Context: an optimization exercise on an open-source flow, tuned for small area. The choices shown serve that exercise and are no tape-out recipe. Only simulation tests tie the RTL to the original design; equivalence was not proved. No activity file was given, so power comes from the tool's default toggle rates.

Setup of run 1:
==> flow/design.v (excerpt) <==
module fireCore #(
    parameter corePkg::word_t resetVector = 32'h0000_0000
) (
    input  logic           clock,
    input  logic           rst,
    output logic           arvalid,
    output corePkg::word_t araddr,
    input  logic           arready,
    input  logic           rvalid,
    input  corePkg::word_t rdata,
    output logic           rready,
    output logic           awvalid,
    output corePkg::word_t awaddr,
    input  logic           awready,
    output logic           wvalid,
    output corePkg::word_t wdata,
    input  logic           wready,
    input  logic           bvalid,
    output logic           bready
);
    localparam logic [2:0] stExec  = 3'd0;  
    localparam logic [2:0] stLoad  = 3'd1;  
    localparam logic [2:0] stSdata = 3'd2;  
    localparam logic [2:0] stCopy  = 3'd3;  
    localparam logic [2:0] stInit  = 3'd4;  
    logic [4:0]     cnt;
    logic [2:0]     state;
    logic           runQ;
    logic           arvQ;
    logic           awvQ;
    logic           wvQ;
    corePkg::word_t busR;
    corePkg::word_t nextPc;
    logic           aluCy;
    logic           incCy;
    logic           eqQ;
    logic [4:0]     rdSave;
    logic [6:0] opcode;
    logic [2:0] funct3;
    logic [6:0] funct7;
    logic [4:0] rdIdx;
    logic [4:0] rs1Idx;
    logic [4:0] rs2Idx;
    logic       isLui;
    logic       isAddi;
    logic       isAdd;
    logic       isSub;
    logic       isLw;
    logic       isSw;
    logic       isBr;
    logic       isBeq;
    logic       isJal;
    assign opcode = rdata[6:0];
    assign rdIdx  = rdata[11:7];
    assign funct3 = rdata[14:12];
    assign rs1Idx = rdata[19:15];
    assign rs2Idx = rdata[24:20];
    assign funct7 = rdata[31:25];
    assign isLui  = (opcode == 7'b0110111);
    assign isAddi = (opcode == 7'b0010011) && (funct3 == 3'b000);
    assign isAdd  = (opcode == 7'b0110011) && (funct3 == 3'b000) && (funct7 == 7'b0000000);
    assign isSub  = (opcode == 7'b0110011) && (funct3 == 3'b000) && (funct7 == 7'b0100000);
    assign isLw   = (opcode == 7'b0000011) && (funct3 == 3'b010);
    assign isSw   = (opcode == 7'b0100011) && (funct3 == 3'b010);
    assign isBr   = (opcode == 7'b1100011) && (funct3[2:1] == 2'b00);
  ...
Size in the first run: ~1600 cells after synthesis, roughly 140 I/O pins, roughly 26000 um^2 of cells after synthesis.
make LEC_CHECK=0 CAP_MARGIN=20 CORE_MARGIN=2 CORE_UTILIZATION=40 SLEW_MARGIN=20 finish   # period 10.0 ns
run.sh (not shown) runs the stock make flow with config.mk's settings and CLKGATE_MAP_FILE= SYNTH_SCRIPT=/design/flow/synth_recipe.tcl, a recipe that flattens the netlist after the stock synthesis.
No stage failed in run 1, and the final checks on the layout all came back clean.
diff inputs: run 1 => run 2
Settings: CTS_BUF_LIST now sky130_fd_sc_hd__clkbuf_4 sky130_fd_sc_hd__clkbuf_8, previously not set; CTS_CLUSTER_SIZE now 20, previously not set; ABC_AREA now 1, previously not set; CTS_CLUSTER_DIAMETER now 60, previously not set; CORE_UTILIZATION now 60, was 40.
Results
Run 2: net switching fraction of the power higher than run 1
Run 2: shortest clock period the worst path allows after layout is 0.41 ns lower than what run 1 reported.
Delta(number of combinational gates with multiple inputs, run 2 - run 1) > 0
The sequential share of layout area of run 2 exceeds that of run 1 by 6.5 points.
Summary: final instance area, run 2 better than run 1
Status: xor/xnor share of the synthesized area parity (run 2, run 1)
Modified inputs, run 3 compared to run 2
Settings: CTS_BUF_LIST removed (was sky130_fd_sc_hd__clkbuf_4 sky130_fd_sc_hd__clkbuf_8); ABC_AREA removed (was 1); CTS_CLUSTER_SIZE removed (was 20); CTS_CLUSTER_DIAMETER removed (was 60).
==> flow/flow/run.sh (new file) <==
#!/bin/bash
set -euo pipefail
bash standard.sh \
  "BUFFER_PORTS_ARGS=-buffer_cell sky130_fd_sc_hd__buf_1" \
  "CTS_ARGS=-sink_clustering_enable -repair_clock_nets -dont_use_dummy_load -buf_list {sky130_fd_sc_hd__clkbuf_8} -sink_clustering_size 20 -sink_clustering_max_diameter 60" \
  finish > make.log 2>&1
tail -n 20 make.log
==> flow/standard.sh (new file) <==
#!/bin/bash
# synth_recipe.tcl (not shown) runs the flow's synth.tcl, then flattens the netlist and writes it again
# the make line also repeats each setting of config.mk as NAME=value (left out here)
make -C /OpenROAD-flow-scripts/flow DESIGN_CONFIG=/design/flow/config.mk WORK_HOME=/design/flow/orfs CLKGATE_MAP_FILE= SYNTH_SCRIPT=/design/flow/synth_recipe.tcl "${@:-finish}"
removed: flow/run.sh
Largest stage delay on the critical path in run 3 vs run 2: up 0.26 ns. Number of clock buffers in the layout is higher on run 2. Worst setup path startpoint: rdata[6] -> run 3, awready -> run 2. The estimated power of run 3 ends up lower than the estimate for run 2. Area of combinational cells with multiple inputs: lower on run 2. Changes observed in run 3 relative to run 2: net count after synthesis went down 222, wire length of the first global-routing pass went down 3400 um.

[re-timing with driven ports]
The results above use ideal ports. As a check the final layouts listed here were re-extracted and re-timed, cells and wires unchanged.
Step 1 sets driving cells, clkbuf_16 on the clock port and buf_2 on the other inputs (assumed; they add their load-dependent delay and slew).
Step 2 also shifts input and output timing later by t, the mid clock arrival at the registers, as if the neighbouring blocks saw the same clock.
a / b / c = no drivers / after step 1 / after step 2; a / b = the first two.
| run | t (ns) | setup slack, ns | slew at the worst register clock pin (ns) | worst slew at a driven data input, ns |
|---|---|---|---|---|
| run 1 | 0.688 | 2.983 / 2.944 / 2.307 | 0.07 / 0.07 | 0.10 |
| run 2 | 0.689 | 3.395 / 3.365 / 3.365 | 0.11 / 0.11 | 0.08 |
| run 3 | 0.644 | 3.479 / 3.496 / 2.852 | 0.11 / 0.11 | 0.09 |
After both steps setup and hold are still met in every run listed. The setup slack of run 1, which loses most, moves by -0.039 ns with the drivers and by -0.676 ns with both steps.
